Source: an optimization exercise on an open RTL-to-GDS flow (aim: small area and few clock cycles). Production flows keep margins and buffers that such runs may drop. Function was checked by simulation only, so behaviour that the tests miss may differ from the original.

==> v9: inputs <==
// y86_cpu
module y86_cpu (
	input	wire	clk,
	input	wire	reset_i,
	input	wire	y86_isa_pkg::inst_win_t	rom_data_i,
	output	y86_isa_pkg::pc_t		rom_addr_o,
	output	y86_pipe_pkg::wb_t		wb_o,
	output	logic [1:0]			stat_o,
	output	logic				halted_o
);
Settings: LEC_CHECK=0, CAP_MARGIN=20, CORE_MARGIN=2, CORE_UTILIZATION=45, PLACE_DENSITY=0.62, SETUP_SLACK_MARGIN=0.2, SLEW_MARGIN=20, SYNTH_HIERARCHICAL=1, SYNTH_MINIMUM_KEEP_SIZE=0; clock period 6.0 ns.
run.sh (not shown) runs the stock make flow with config.mk's settings and CLKGATE_MAP_FILE= SYNTH_SCRIPT=/design/flow/synth_recipe.tcl, a recipe that flattens the netlist after the stock synthesis.
==> v7 (differences from v9) <==
--- a/flow/design.v
+++ b/flow/design.v
@@ -104,12 +104,14 @@
 	logic [NB-1:0]		len1_k;
 	logic [NB-1:0]		len2_k;
 	logic [NB-1:0]		stop_k;
 	logic [NB-1:0]		fits_k;
 	logic [NB-1:0]		skip_k;
 	logic [NB-1:0]		skip_nc_k;
+	logic [NB-1:0]		pairable_k;
+	logic			pair_ok;
 	logic [NP-1:0]		lead;
 	logic [NP-1:0]		start;
 	logic [NP-1:0]		trail;
 	logic			fits;
 	function automatic logic cond_holds(input logic [3:0] fn, input logic zf, input logic lt);
 		case (fn)
@@ -159,12 +161,15 @@
 			len2_k[k] = wbyte[k][7:4] == 4'h2 || wbyte[k][7:4] == 4'h6;
 			stop_k[k] = stops(wbyte[k]);
 			fits_k[k] = stop_k[k] || k == 0 || len1_k[k] || (len2_k[k] && k < NB - 1);
 		end
 		skip_k = nop_k | (mov_k & (fail_k | none_k)) | (irm_k & none_k);
 		skip_nc_k = nop_k | (mov_k & none_k) | (irm_k & none_k);
+		for (int k = 0; k < NB; k++)
+			pairable_k[k] = k < NB - 1 && ((mov_k[k] && !none_k[k])
+				|| (wbyte[k][7:4] == 4'h6 && wbyte[k][3:0] <= 4'h3));
 	end
 	always_comb begin
 		lead = '0;
 		if (over_i)
 			lead[2] = 1'b1;
 		else
@@ -197,22 +202,33 @@
 		trail = start;
 		for (int s = 0; s < TRAIL_STEPS; s++)
 			trail = step(trail, byte0_o[7:4] == 4'h6 ? skip_nc_k : skip_k, nop_k, mov_k);
 		trail_o = '0;
 		for (int j = 0; j < NP; j++)
 			trail_o = trail_o | ({5{trail[j]}} & 5'(j));
+	end
+	always_comb begin
 		bbyte0_o = 8'h00;
 		bbyte1_o = 8'h00;
-		for (int k = 0; k < NB - 1; k++) begin
-			bbyte0_o = bbyte0_o | ({8{trail[k]}} & wbyte[k]);
-			bbyte1_o = bbyte1_o | ({8{trail[k]}} & wbyte[k + 1]);
+		pair_ok = 1'b0;
+		for (int k = 0; k < NB - 3; k++) begin
+			if (nop_k[k + 2]) begin
+				if (k < NB - 4) begin
+					bbyte0_o = bbyte0_o | ({8{lead[k]}} & wbyte[k + 3]);
+					bbyte1_o = bbyte1_o | ({8{lead[k]}} & wbyte[k + 4]);
+					pair_ok = pair_ok | (lead[k] & pairable_k[k + 3]);
+				end
+			end else begin
+				bbyte0_o = bbyte0_o | ({8{lead[k]}} & wbyte[k + 2]);
+				bbyte1_o = bbyte1_o | ({8{lead[k]}} & wbyte[k + 3]);
+				pair_ok = pair_ok | (lead[k] & pairable_k[k + 2]);
+			end
 		end
 	end
 	assign pair_o = take_o && !cc_known_i && byte0_o[7:4] == 4'h2 && byte0_o[3:0] != 4'h0
-		&& ((bbyte0_o[7:4] == 4'h2 && bbyte0_o[3:0] <= 4'h6)
-			|| (bbyte0_o[7:4] == 4'h6 && bbyte0_o[3:0] <= 4'h3));
+		&& pair_ok;
 	always_comb
 		for (int f = 0; f < 4; f++)
 			fail_tt_o[f] = !cond_holds(byte0_o[3:0], f[1], f[0]);
 endmodule
 `default_nettype wire
 `timescale 1ns/100ps
@@ -263,14 +279,13 @@
 	y86_isa_pkg::word_t	alu_r;
 	logic			sub;
 	y86_isa_pkg::word_t	alu_x;
 	y86_isa_pkg::word_t	alu_y;
 	y86_isa_pkg::word_t	alu_p;
 	y86_isa_pkg::word_t	alu_t;
-	y86_isa_pkg::word_t	pg [7];
-	y86_isa_pkg::word_t	pt [7];
+	logic [65:0]		sum_c;
 	y86_isa_pkg::word_t	sum;
 	always_comb begin
 		val_a = '0;
 		val_b = '0;
 		for (int i = 0; i < 15; i++) begin
 			val_a = val_a | ({64{sel_a_i[i]}} & regs_i[i*64 +: 64]);
@@ -279,48 +294,33 @@
 	end
 	assign sub = ifun_i[0];
 	assign alu_x = val_b;
 	assign alu_y = val_a ^ {64{sub}};
 	assign alu_p = alu_x ^ alu_y;
 	assign alu_t = alu_x | alu_y;
-	always_comb begin
-		pg[0] = alu_x & alu_y;
-		pt[0] = alu_t;
-		pg[0][0] = (alu_x[0] & alu_y[0]) | (alu_t[0] & sub);
-		for (int l = 0; l < 6; l++) begin
-			for (int i = 0; i < 64; i++) begin
-				if (((i >> l) & 1) == 1) begin
-					pg[l + 1][i] = pg[l][i] | (pt[l][i] & pg[l][((i >> l) << l) - 1]);
-					pt[l + 1][i] = pt[l][i] & pt[l][((i >> l) << l) - 1];
-				end else begin
-					pg[l + 1][i] = pg[l][i];
-					pt[l + 1][i] = pt[l][i];
-				end
-			end
-		end
-		sum = alu_p ^ {pg[6][62:0], sub};
-	end
+	assign sum_c = {alu_x[MSB], alu_x, 1'b1} + {alu_y[MSB], alu_y, sub};
+	assign sum = sum_c[64:1];
 	always_comb begin
 		case (ifun_i[1:0])
-			2'd2: alu_r = val_b & val_a;
-			2'd3: alu_r = val_b ^ val_a;
+			2'd2: alu_r = alu_x & alu_y;
+			2'd3: alu_r = ~alu_p;
 			default: alu_r = sum;
 		endcase
 		case (icode_i)
 			4'h3: val_e_o = val_c_i;
 			4'h2: val_e_o = val_a;
 			default: val_e_o = alu_r;
 		endcase
 	end
 	always_comb begin
 		case (ifun_i[1:0])
-			2'd2: zf_o = ~|(val_b & val_a);
-			2'd3: zf_o = ~|(val_b ^ val_a);
+			2'd2: zf_o = ~|(alu_x & alu_y);
+			2'd3: zf_o = &alu_p;
 			default: zf_o = ~|(alu_p ^ {alu_t[62:0], sub});
 		endcase
-		lt_o = ifun_i[1] ? alu_r[MSB] : alu_p[MSB] ^ pg[6][MSB];
+		lt_o = ifun_i[1] ? alu_r[MSB] : sum_c[65];
 	end
 endmodule
 `default_nettype wire
 `timescale 1ns/100ps
 `default_nettype none
 module y86_cpu (
Settings changed: CORE_UTILIZATION 45 to 60, CTS_CLUSTER_DIAMETER from default to 100, CTS_CLUSTER_SIZE from default to 30, PLACE_DENSITY 0.62 to 0.75.
==> v35 (differences from v9) <==
--- a/flow/design.v
+++ b/flow/design.v
@@ -73,13 +73,12 @@
 endpackage
 `default_nettype wire
 `timescale 1ns/100ps
 `default_nettype none
 module y86_fetch (
 	input	wire	y86_isa_pkg::inst_win_t	rom_data_i,
-	input	wire				over_i,
 	input	wire				fstop_i,
 	input	wire				cc_known_i,
 	input	wire				zf_i,
 	input	wire				lt_i,
 	output	logic [7:0]			byte0_o,
 	output	logic [7:0]			byte1_o,
@@ -104,12 +103,14 @@
 	logic [NB-1:0]		len1_k;
 	logic [NB-1:0]		len2_k;
 	logic [NB-1:0]		stop_k;
 	logic [NB-1:0]		fits_k;
 	logic [NB-1:0]		skip_k;
 	logic [NB-1:0]		skip_nc_k;
+	logic [NB-1:0]		pairable_k;
+	logic			pair_ok;
 	logic [NP-1:0]		lead;
 	logic [NP-1:0]		start;
 	logic [NP-1:0]		trail;
 	logic			fits;
 	function automatic logic cond_holds(input logic [3:0] fn, input logic zf, input logic lt);
 		case (fn)
@@ -159,19 +160,19 @@
 			len2_k[k] = wbyte[k][7:4] == 4'h2 || wbyte[k][7:4] == 4'h6;
 			stop_k[k] = stops(wbyte[k]);
 			fits_k[k] = stop_k[k] || k == 0 || len1_k[k] || (len2_k[k] && k < NB - 1);
 		end
 		skip_k = nop_k | (mov_k & (fail_k | none_k)) | (irm_k & none_k);
 		skip_nc_k = nop_k | (mov_k & none_k) | (irm_k & none_k);
+		for (int k = 0; k < NB; k++)
+			pairable_k[k] = k < NB - 1 && ((mov_k[k] && !none_k[k])
+				|| (wbyte[k][7:4] == 4'h6 && wbyte[k][3:0] <= 4'h3));
 	end
 	always_comb begin
 		lead = '0;
-		if (over_i)
-			lead[2] = 1'b1;
-		else
-			lead[0] = 1'b1;
+		lead[0] = 1'b1;
 		for (int s = 0; s < LEAD_STEPS; s++)
 			lead = step(lead, skip_k, nop_k, mov_k);
 		byte0_o = 8'h00;
 		byte1_o = 8'h00;
 		fits = 1'b0;
 		for (int k = 0; k < NB; k++) begin
@@ -197,22 +198,33 @@
 		trail = start;
 		for (int s = 0; s < TRAIL_STEPS; s++)
 			trail = step(trail, byte0_o[7:4] == 4'h6 ? skip_nc_k : skip_k, nop_k, mov_k);
 		trail_o = '0;
 		for (int j = 0; j < NP; j++)
 			trail_o = trail_o | ({5{trail[j]}} & 5'(j));
+	end
+	always_comb begin
 		bbyte0_o = 8'h00;
 		bbyte1_o = 8'h00;
-		for (int k = 0; k < NB - 1; k++) begin
-			bbyte0_o = bbyte0_o | ({8{trail[k]}} & wbyte[k]);
-			bbyte1_o = bbyte1_o | ({8{trail[k]}} & wbyte[k + 1]);
+		pair_ok = 1'b0;
+		for (int k = 0; k < NB - 3; k++) begin
+			if (nop_k[k + 2]) begin
+				if (k < NB - 4) begin
+					bbyte0_o = bbyte0_o | ({8{lead[k]}} & wbyte[k + 3]);
+					bbyte1_o = bbyte1_o | ({8{lead[k]}} & wbyte[k + 4]);
+					pair_ok = pair_ok | (lead[k] & pairable_k[k + 3]);
+				end
+			end else begin
+				bbyte0_o = bbyte0_o | ({8{lead[k]}} & wbyte[k + 2]);
+				bbyte1_o = bbyte1_o | ({8{lead[k]}} & wbyte[k + 3]);
+				pair_ok = pair_ok | (lead[k] & pairable_k[k + 2]);
+			end
 		end
 	end
 	assign pair_o = take_o && !cc_known_i && byte0_o[7:4] == 4'h2 && byte0_o[3:0] != 4'h0
-		&& ((bbyte0_o[7:4] == 4'h2 && bbyte0_o[3:0] <= 4'h6)
-			|| (bbyte0_o[7:4] == 4'h6 && bbyte0_o[3:0] <= 4'h3));
+		&& pair_ok;
 	always_comb
 		for (int f = 0; f < 4; f++)
 			fail_tt_o[f] = !cond_holds(byte0_o[3:0], f[1], f[0]);
 endmodule
 `default_nettype wire
 `timescale 1ns/100ps
@@ -263,14 +275,13 @@
 	y86_isa_pkg::word_t	alu_r;
 	logic			sub;
 	y86_isa_pkg::word_t	alu_x;
 	y86_isa_pkg::word_t	alu_y;
 	y86_isa_pkg::word_t	alu_p;
 	y86_isa_pkg::word_t	alu_t;
-	y86_isa_pkg::word_t	pg [7];
-	y86_isa_pkg::word_t	pt [7];
+	logic [65:0]		sum_c;
 	y86_isa_pkg::word_t	sum;
 	always_comb begin
 		val_a = '0;
 		val_b = '0;
 		for (int i = 0; i < 15; i++) begin
 			val_a = val_a | ({64{sel_a_i[i]}} & regs_i[i*64 +: 64]);
@@ -279,48 +290,33 @@
 	end
 	assign sub = ifun_i[0];
 	assign alu_x = val_b;
 	assign alu_y = val_a ^ {64{sub}};
 	assign alu_p = alu_x ^ alu_y;
 	assign alu_t = alu_x | alu_y;
-	always_comb begin
-		pg[0] = alu_x & alu_y;
-		pt[0] = alu_t;
-		pg[0][0] = (alu_x[0] & alu_y[0]) | (alu_t[0] & sub);
-		for (int l = 0; l < 6; l++) begin
-			for (int i = 0; i < 64; i++) begin
-				if (((i >> l) & 1) == 1) begin
-					pg[l + 1][i] = pg[l][i] | (pt[l][i] & pg[l][((i >> l) << l) - 1]);
-					pt[l + 1][i] = pt[l][i] & pt[l][((i >> l) << l) - 1];
-				end else begin
-					pg[l + 1][i] = pg[l][i];
-					pt[l + 1][i] = pt[l][i];
-				end
-			end
-		end
-		sum = alu_p ^ {pg[6][62:0], sub};
-	end
+	assign sum_c = {alu_x[MSB], alu_x, 1'b1} + {alu_y[MSB], alu_y, sub};
+	assign sum = sum_c[64:1];
 	always_comb begin
 		case (ifun_i[1:0])
-			2'd2: alu_r = val_b & val_a;
-			2'd3: alu_r = val_b ^ val_a;
+			2'd2: alu_r = alu_x & alu_y;
+			2'd3: alu_r = ~alu_p;
 			default: alu_r = sum;
 		endcase
 		case (icode_i)
 			4'h3: val_e_o = val_c_i;
 			4'h2: val_e_o = val_a;
 			default: val_e_o = alu_r;
 		endcase
 	end
 	always_comb begin
 		case (ifun_i[1:0])
-			2'd2: zf_o = ~|(val_b & val_a);
-			2'd3: zf_o = ~|(val_b ^ val_a);
+			2'd2: zf_o = ~|(alu_x & alu_y);
+			2'd3: zf_o = &alu_p;
 			default: zf_o = ~|(alu_p ^ {alu_t[62:0], sub});
 		endcase
-		lt_o = ifun_i[1] ? alu_r[MSB] : alu_p[MSB] ^ pg[6][MSB];
+		lt_o = ifun_i[1] ? alu_r[MSB] : sum_c[65];
 	end
 endmodule
 `default_nettype wire
 `timescale 1ns/100ps
 `default_nettype none
 module y86_cpu (
@@ -332,13 +328,12 @@
 	output	logic [1:0]			stat_o,
 	output	logic				halted_o
 );
 	y86_isa_pkg::pc_t	pc_q;
 	logic [4:0]		off_q;
 	logic			fstop_q;
-	logic			over_q;
 	logic			fe_valid_q;
 	logic [3:0]		fe_icode_q;
 	logic [3:0]		fe_ifun_q;
 	y86_isa_pkg::reg_id_t	fe_rb_q;
 	logic [15-1:0]	fe_sa_q;
 	logic [15-1:0]	fe_sb_q;
@@ -387,13 +382,13 @@
 			onehot[i] = r == 4'(i);
 	endfunction
 	assign pc = pc_q + 16'(off_q);
 	assign cc_known = !(fe_valid_q && fe_icode_q == 4'h6);
 	y86_fetch fetch0 (
 		.rom_data_i(rom_data_i),
-		.over_i(over_q),	.fstop_i(fstop_q),
+		.fstop_i(fstop_q),
 		.cc_known_i(cc_known),	.zf_i(zf_q),		.lt_i(lt_q),
 		.byte0_o(byte0),	.byte1_o(byte1),
 		.bbyte0_o(bbyte0),	.bbyte1_o(bbyte1),
 		.take_o(take),		.take_stop_o(take_stop),
 		.pair_o(pair),		.fail_tt_o(fail_tt),
 		.trail_o(trail)
@@ -402,22 +397,20 @@
 	assign written_n = written | ({15{we}} & onehot(fe_rb_q));
 	always_ff @(posedge clk) begin
 		if (reset_i) begin
 			pc_q <= '0;
 			off_q <= '0;
 			fstop_q <= 1'b0;
-			over_q <= 1'b0;
 			fe_valid_q <= 1'b0;
 		end else begin
 			fe_valid_q <= take;
-			over_q <= over;
 			if (take_stop)
 				fstop_q <= 1'b1;
 			if (!fstop_q && !take_stop) begin
 				pc_q <= pc;
-				off_q <= trail;
+				off_q <= over ? trail + 5'd2 : trail;
 			end
 		end
 	end
 	always_ff @(posedge clk) begin
 		fe_icode_q <= over ? bbyte0[7:4] : byte0[7:4];
 		fe_ifun_q <= over ? bbyte0[3:0] : byte0[3:0];
==> flow/flow/run.sh (new file) <==
#!/bin/bash
set -euo pipefail
export BUFFER_PORTS_ARGS="-buffer_cell sky130_fd_sc_hd__buf_2"
bash standard.sh finish > standard.log 2>&1
==> flow/standard.sh (new file) <==
#!/bin/bash
# synth_recipe.tcl (not shown) runs the flow's synth.tcl, then flattens the netlist and writes it again
# the make line also repeats each setting of config.mk as NAME=value (left out here)
make -C /OpenROAD-flow-scripts/flow DESIGN_CONFIG=/design/flow/config.mk WORK_HOME=/design/flow/orfs CLKGATE_MAP_FILE= SYNTH_SCRIPT=/design/flow/synth_recipe.tcl "${@:-finish}"
Settings changed: CORE_UTILIZATION 45 to 60, CTS_CLUSTER_DIAMETER from default to 100, CTS_CLUSTER_SIZE from default to 30, PLACE_DENSITY 0.62 to 0.75.
removed: flow/run.sh
==> impl_metrics.py <==
metrics = {
    "run_status": {
        "status": "failed layout checks",
        "violations": "setup timing",
    },
    "synth": {
        "synth_fa_ha_area_frac": 0.0443,
        "syn_area_per_cell_um2": 11.8,
    },
    "floorplan": {
        "die_w_um": 367,
    },
    "sta": {
        "final-setup-viol-count": 42,
        "worstMarginPinSlew_ns": 1.06,
        "fin_ws_ns": -0.180,
    },
    "grt": {
        "first_global_vias": 51979,
        "use_met1": 0.555,
        "use_met3": 0.116,
    },
    "cts": {
        "postCtsSetupBuffers": 59,
        "clk_pin_slew_worst_paths_ns": 0.06,
    },
    "setup_path": {
        "r2r-end": "fe_sb_q[7]$_DFF_P_",
    },
    "power_and_ir_drop": {
        "finalPower_mw": 19.2,
    },
    "final_layout": {
        "ff_latch_area_um2": 33300,
    },
}
# the run above: v9

==> impl_metrics.py <==
metrics = {
    "run_status": {
        "status": "timing/DRC/antenna clean",
    },
    "floorplan": {
        "die_w_um": 318,
    },
    "cts": {
        "postCtsSetupBuffers": 1,
        "clk_pin_slew_worst_paths_ns": 0.11,
    },
    "sta": {
        "final-setup-viol-count": 0,
        "worstMarginPinSlew_ns": 1.12,
        "fin_ws_ns": 0.255,
    },
    "final_layout": {
        "ff_latch_area_um2": 33300,
    },
    "grt": {
        "use_met3": 0.153,
    },
    "power_and_ir_drop": {
        "finalPower_mw": 15.7,
    },
}
# the run above: v35

==> impl_metrics.py <==
metrics = {
    "final_layout": {
        "ff_latch_area_um2": 33300,
    },
    "floorplan": {
        "die_w_um": 320,
    },
    "grt": {
        "first_global_vias": 51866,
        "use_met3": 0.182,
    },
    "synth": {
        "syn_area_per_cell_um2": 11.2,
        "synth_fa_ha_area_frac": 0.0290,
    },
    "sta": {
        "fin_ws_ns": 0.278,
        "final-setup-viol-count": 0,
        "worstMarginPinSlew_ns": 1.14,
    },
    "run_status": {
        "status": "timing/DRC/antenna clean",
    },
    "power_and_ir_drop": {
        "finalPower_mw": 15.7,
    },
}
# the run above: v7

Testbench counts of v9, summed over its fixed seeds: cycles 36,092.
Testbench counts of v7, summed over its fixed seeds: cycles 36,113.
Testbench counts of v35, summed over its fixed seeds: cycles 35,869.

## re-timing with driven ports
How much do the figures lean on ideal ports? The routed layouts below were timed once more, with nothing changed but the port constraints.
Step 1: set_driving_cell puts a clkbuf_16 on clk and a buf_2 on each other input, an assumption about the parent block.
Step 2 moves the port delays by t, midway between the first and last clock arrival at a register: inputs arrive t later, outputs are due t later. That takes back most of the time a late clock gives input paths.
Slacks: no drivers / after step 1 / after step 2; pairs: no drivers / after step 1.
run | t, ns | setup slack, ns | latest minus earliest clock arrival (ns)
v9 | 0.856 | -0.180 / -0.180 / -0.984 | 0.063 / 0.062
v7 | 0.764 | 0.278 / 0.278 / -0.303 | 0.075 / 0.075
v35 | 0.774 | 0.255 / 0.255 / 0.121 | 0.068 / 0.068
With both steps, setup timing fails in v7, where it was met with ideal ports. The setup slack of v9, which loses most, moves by 0.000 ns with the drivers and by -0.804 ns with both steps.
